Background: an optimization exercise with open tools, aiming at small area and a short achievable clock period. Do not read the settings as production practice.
Function was checked by simulation only, so behaviour that the tests miss may differ from the original.
Power is estimated from default activity; no workload was simulated.

Design sp_ram_param, start of the top module:
module sp_ram_param #(
    parameter int DATA_W       = 16,
    parameter int BYTE_W       = 8,
    parameter int ADDR_W       = 8,
    parameter int DEPTH        = 256,
    parameter int RW_MODE      = 0,
    parameter int CLEAR_ON_RST = 1
) (
    input  logic                       clk,
    input  logic                       rst,
    input  logic                       ce,
    input  logic                       we,
    input  logic [DATA_W/BYTE_W-1:0]   be,
    input  logic [ADDR_W-1:0]          addr,
    input  logic [DATA_W-1:0]          din,
    output logic [DATA_W-1:0]          dout,
    output logic                       rd_valid,
    output logic                       busy,
    output logic                       err
);
    localparam int NB = DATA_W / BYTE_W;
    logic [7:0]         r_clr_ptr;
    logic               r_busy;
    logic [1:0]         r_rdn [DATA_W];
    logic               r_rd_valid;
    logic               r_err;
    logic [DATA_W-1:0]  r_mem [DEPTH];
    logic               w_accept;
    logic [NB-1:0]      w_lane_go;
    logic [DATA_W-1:0]  w_wdata;
    assign w_accept = ce & ~r_busy;
    assign w_wdata    = r_busy ? '0 : din;
    logic [15:0] w_wlo_n;
    logic [15:0] w_whi_n [NB];
    logic [NB-1:0] w_wen [DEPTH];
    sp_ram_param_wdec u_wlo (.a(addr[3:0]), .c(r_clr_ptr[3:0]), .busy(r_busy), .en(1'b1), .yn(w_wlo_n));
    generate
        for (genvar l = 0; l < NB; l++) begin : g_lane
            assign w_lane_go[l] = r_busy | (ce & we & be[l]);
            sp_ram_param_wdec u_whi (.a(addr[7:4]), .c(r_clr_ptr[7:4]), .busy(r_busy), .en(w_lane_go[l]), .yn(w_whi_n[l]));
        end
    endgenerate
    generate
        for (genvar w = 0; w < DEPTH; w++) begin : g_word
  ...
For scale: ~8,100 cells after synthesis, about 0.15 mm^2 of cells after synthesis.
Settings: LEC_CHECK=0, CAP_MARGIN=20, CORE_MARGIN=2, CORE_UTILIZATION=68, CTS_CLUSTER_DIAMETER=80, CTS_CLUSTER_SIZE=25, SLEW_MARGIN=20, SYNTH_HIERARCHICAL=1; clock period 10.0 ns.
standard.sh (not shown) runs the stock make flow with config.mk's settings and CLKGATE_MAP_FILE= SYNTH_SCRIPT=/design/flow/synth_recipe.tcl, a recipe that flattens the netlist after the stock synthesis.
==> flow/flow/run.sh <==
#!/bin/bash
# Own layout flow: the standard flow with the synthesized netlist's cells
# first set to their smallest drive strength, port buffers of a plain
# buffer cell, and timing repair aimed at a setup margin below the clock
# period.
set -euo pipefail
cd "$(dirname "$0")/.."
MARGIN=$(cat flow/margin.txt)
bash standard.sh POST_SYNTH_TCL="$PWD/flow/post_synth.tcl" SETUP_SLACK_MARGIN="$MARGIN" \
  "BUFFER_PORTS_ARGS=-buffer_cell sky130_fd_sc_hd__buf_4" finish > flow_make.log 2>&1
==> flow/flow/margin.txt <==
6.4
==> flow/flow/post_synth.tcl <==
# Start the combinational cells at their smallest drive strength; the timing
# repair later upsizes the ones on critical paths.
set n 0
foreach inst [get_cells *] {
  set master [get_property [get_lib_cells -of_objects $inst] name]
  if {[regexp {^sky130_fd_sc_hd__(a2|a3|a4|o2|o3|o4|nand|nor|and|or|xor|xnor|mux|inv)([a-z0-9]*)_([0-9]+)$} $master -> p1 p2 sz]} {
    if {$sz > 1} {
      set small "sky130_fd_sc_hd__${p1}${p2}_1"
      if {[llength [get_lib_cells */$small]] > 0} {
        replace_cell $inst $small
        incr n
      }
    }
  }
}
puts "post_synth: downsized $n cells"
Then changed:
Settings changed: CORE_UTILIZATION 68 to 60, TNS_END_PERCENT from default to 0.
Die area is higher by roughly a tenth.
First-iteration DRC count is lower by roughly a tenth.
Core utilization is lower by 13 points.
Then changed:
Settings changed: TNS_END_PERCENT 0 to default.
Global-route usage rose by 0.68 points.
Utilization grows by 3.8 points.
Total power is higher by 0.78%.
Worst hold slack improves by 12 ps.
Sequential cell count does not change.
Synthesized area stays the same.
Via count came out higher by 2.4%.
Clock-buffer cell count increases by 22.
First-iteration DRC count shrinks by 4.9%.
Clock power went up by about 1%.
Cell area goes up by 5.7%.
Then changed:
==> flow/flow/margin.txt (replaced) <==
6.7
What happened:
- via count rises by 2.1%
- area after synthesis stays the same
- global-route usage came out higher by 1.8 points
- clock skew rose by 19 ps
- fmax goes down by 3.6%


fjord:
Another version of the RTL of sp_ram_param (not shown whole).
For scale: about 49 I/O pins.
==> flow/config.mk <==
export PLATFORM = sky130hd
export DESIGN_NAME = sp_ram_param
export DESIGN_NICKNAME = sp_ram_param
export VERILOG_FILES = /design/flow/design.v
export SDC_FILE = /design/flow/constraint.sdc
export NUM_CORES = 4
export LEC_CHECK = 0
export CAP_MARGIN = 20
export CORE_MARGIN = 2
export CORE_UTILIZATION = 55
export CTS_CLUSTER_DIAMETER = 80
export CTS_CLUSTER_SIZE = 25
export SLEW_MARGIN = 20
export SYNTH_HIERARCHICAL = 1
==> flow/constraint.sdc <==
create_clock -name core_clock -period 10.0 [get_ports {clk}]
set_input_delay 2.0000 -clock core_clock [delete_from_list [all_inputs] [get_ports {clk}]]
set_output_delay 2.0000 -clock core_clock [all_outputs]
set_load 0.01 [all_outputs]
==> flow/flow/run.sh <==
#!/bin/bash
# Own layout flow: the standard flow with the synthesized netlist's cells
# first set to their smallest drive strength, and timing repair aimed at
# a setup margin below the clock period.
set -euo pipefail
cd "$(dirname "$0")/.."
MARGIN=$(cat flow/margin.txt)
bash standard.sh POST_SYNTH_TCL="$PWD/flow/post_synth.tcl" SETUP_SLACK_MARGIN="$MARGIN" finish > flow_make.log 2>&1
==> flow/flow/margin.txt <==
6.2
Scripts as last shown in full above: flow/flow/post_synth.tcl
fjord | status: complete | timing, DRC, antenna: pass
The following lists how violet was set up differently from fjord:
- CORE_UTILIZATION changed from 55 to 60
==> flow/flow/run.sh <==
#!/bin/bash
# Own layout flow: the standard flow with the synthesized netlist's cells
# first set to their smallest drive strength, port buffers of a plain
# buffer cell, and timing repair aimed at a setup margin below the clock
# period. Timing repair starts after placement (no pre-placement sizing).
set -euo pipefail
cd "$(dirname "$0")/.."
MARGIN=$(cat flow/margin.txt)
bash standard.sh POST_SYNTH_TCL="$PWD/flow/post_synth.tcl" SETUP_SLACK_MARGIN="$MARGIN" \
  "BUFFER_PORTS_ARGS=-buffer_cell sky130_fd_sc_hd__buf_4" REMOVE_ABC_BUFFERS=1 finish > flow_make.log 2>&1
==> flow/flow/margin.txt <==
6.5
==> run summary <==
Nothing crashed in violet and all stages finished; the problem is that the final layout failed, the offending checks being slew limit. Power spent charging and discharging nets: violet vs fjord down 2.3%. Between violet and fjord, the count of clock-buffer cells in the layout is higher for violet. fjord ended up with we as its startpoint of the worst setup timing path; violet ended up with addr[6]. Ratio of cells with drive above 1 in the final layout: violet > fjord. Going from fjord to violet, critical path depth increased 9, total wire length after detailed routing shows a reduction of 3.2%, width of the die saw a decrease, met3 wirelength from detailed routing now sits higher. Diff fjord -> violet: met2 track utilization from global routing rose by 1.3 points, clock power fell by 2.5%. Compared with fjord, in violet sequential share of layout area shrank by 0.65 points; count of plain and timing-repair buffers in the layout grew by about 30%.
Input changes introduced in zinc (baseline for comparison: violet):
==> flow/flow/run.sh <==
#!/bin/bash
# Own layout flow: the standard flow with the synthesized netlist's cells
# first set to their smallest drive strength, port buffers of a plain
# buffer cell, and timing repair aimed at a setup margin below the clock
# period.
set -euo pipefail
cd "$(dirname "$0")/.."
MARGIN=$(cat flow/margin.txt)
bash standard.sh POST_SYNTH_TCL="$PWD/flow/post_synth.tcl" SETUP_SLACK_MARGIN="$MARGIN" \
  "BUFFER_PORTS_ARGS=-buffer_cell sky130_fd_sc_hd__buf_4" finish > flow_make.log 2>&1
==> flow/flow/margin.txt <==
6.4
==> run summary <==
- Per the final summary, zinc finished and its layout is clean on timing, DRC and antenna.
- When zinc is set beside violet, its worst-case setup margin in the final layout turns out to be 0.069 ns larger.
- zinc -> violet: die area delta 0, exact match
- zinc and violet ended up with roughly the same power.
- Min arrival time of data at the critical path endpoint across zinc and violet: zinc
- Lower number of clock buffer instances in the layout was reported by zinc, not violet.
- There was hardly any difference in combinational fraction of design power between zinc and violet.
- Of zinc and violet, zinc shows the higher number of placed instances with taps included, with violet below it.
- violet → zinc: non-clock buffer count lower; area growth from synthesis to layout went down 0.15 points.
The inputs of pepper differ from those of zinc as listed below.
--- a/flow/flow/post_synth.tcl
+++ b/flow/flow/post_synth.tcl
@@ -16 +16,43 @@
 puts "post_synth: downsized $n cells"
+
+# Read word lines (gates driving the AND-OR leaves) and the predecode gates
+# feeding them start strong, so the repair need not build buffer chains.
+proc up_to {inst sz} {
+  set m [[$inst getMaster] getName]
+  if {[regexp {^(sky130_fd_sc_hd__[a-z0-9]+)_[0-9]+$} $m -> base]} {
+    set new "${base}_$sz"
+    if {[llength [get_lib_cells */$new]] > 0} { replace_cell [$inst getName] $new; return 1 }
+  }
+  return 0
+}
+proc drives {inst pat} {
+  set n 0
+  foreach it [$inst getITerms] {
+    if {![$it isOutputSignal]} continue
+    set net [$it getNet]
+    if {$net == "NULL"} continue
+    foreach l [$net getITerms] {
+      if {[$l isInputSignal] && [string match $pat [[[$l getInst] getMaster] getName]]} { incr n }
+    }
+  }
+  return $n
+}
+set wl {}
+foreach inst [[ord::get_db_block] getInsts] {
+  if {[drives $inst *a22oi*] >= 8} { lappend wl $inst }
+}
+set nw 0; set np 0
+foreach inst $wl { incr nw [up_to $inst 4] }
+set wln [dict create]
+foreach inst $wl { dict set wln [$inst getName] 1 }
+foreach inst [[ord::get_db_block] getInsts] {
+  set k 0
+  foreach it [$inst getITerms] {
+    if {![$it isOutputSignal]} continue
+    set net [$it getNet]
+    if {$net == "NULL"} continue
+    foreach l [$net getITerms] { if {[$l isInputSignal] && [dict exists $wln [[$l getInst] getName]]} { incr k } }
+  }
+  if {$k >= 8} { incr np [up_to $inst 4] }
+}
+puts "post_synth: upsized $nw word-line drivers and $np predecode drivers"
==> run summary <==
- | setup slack | pepper vs zinc | worse |
- There was hardly any difference in internal power component between zinc and pepper.
- Summary: with zinc as the reference, detailed-route vias per instance in pepper moved down slightly.
- Between zinc and pepper, end-of-flow core utilization is higher for zinc, pepper comes in under that.
- In summary, pepper completed successfully, with a layout that passed the timing, DRC and antenna checks.

[port drivers added, routing unchanged]
The flow's constraints put no driver on any port. The routed layouts listed below were extracted and timed again, unchanged, in two steps. Step 1 (the two cells are an assumption about what drives the block):
set clk [get_ports {clk}]
set_driving_cell -lib_cell sky130_fd_sc_hd__clkbuf_16 $clk
set_driving_cell -lib_cell sky130_fd_sc_hd__buf_2 [delete_from_list [all_inputs] $clk]
Step 2 adds t to the input delays and takes it off the output delays; t is the mean of the earliest and latest rising clock arrival at the registers after step 1. Input paths then give back, and output paths get back, about the clock's delay inside the block. Three values: ideal, step 1, step 2; two values: the first two.
| run | shift t [ns] | setup WS [ns] | worst hold slack (ns) | worst register clock-pin slew, ns |
|---|---|---|---|---|
| the first run of note 1 | 0.957 | 6.055 / 5.977 / 5.032 | 0.601 / 0.601 / 0.601 | 0.11 / 0.11 |
| the second run of note 1 | 0.981 | 6.021 / 5.975 / 4.994 | 0.604 / 0.604 / 0.604 | 0.10 / 0.10 |
| the third run of note 1 | 0.964 | 6.173 / 6.076 / 5.181 | 0.616 / 0.616 / 0.616 | 0.11 / 0.11 |
| the fourth run of note 1 | 0.978 | 6.029 / 5.930 / 5.100 | 0.598 / 0.598 / 0.598 | 0.11 / 0.11 |
| fjord | 0.994 | 6.034 / 6.005 / 5.011 | 0.551 / 0.551 / 0.551 | 0.11 / 0.11 |
| violet | 0.980 | 6.129 / 6.022 / 5.042 | 0.562 / 0.562 / 0.562 | 0.11 / 0.11 |
| zinc | 0.971 | 6.198 / 6.117 / 5.146 | 0.534 / 0.534 / 0.534 | 0.10 / 0.10 |
| pepper | 0.984 | 6.150 / 6.072 / 5.088 | 0.528 / 0.528 / 0.528 | 0.10 / 0.10 |
The setup slack of violet, which loses most, moves by -0.107 ns with the drivers and by -1.087 ns with both steps.
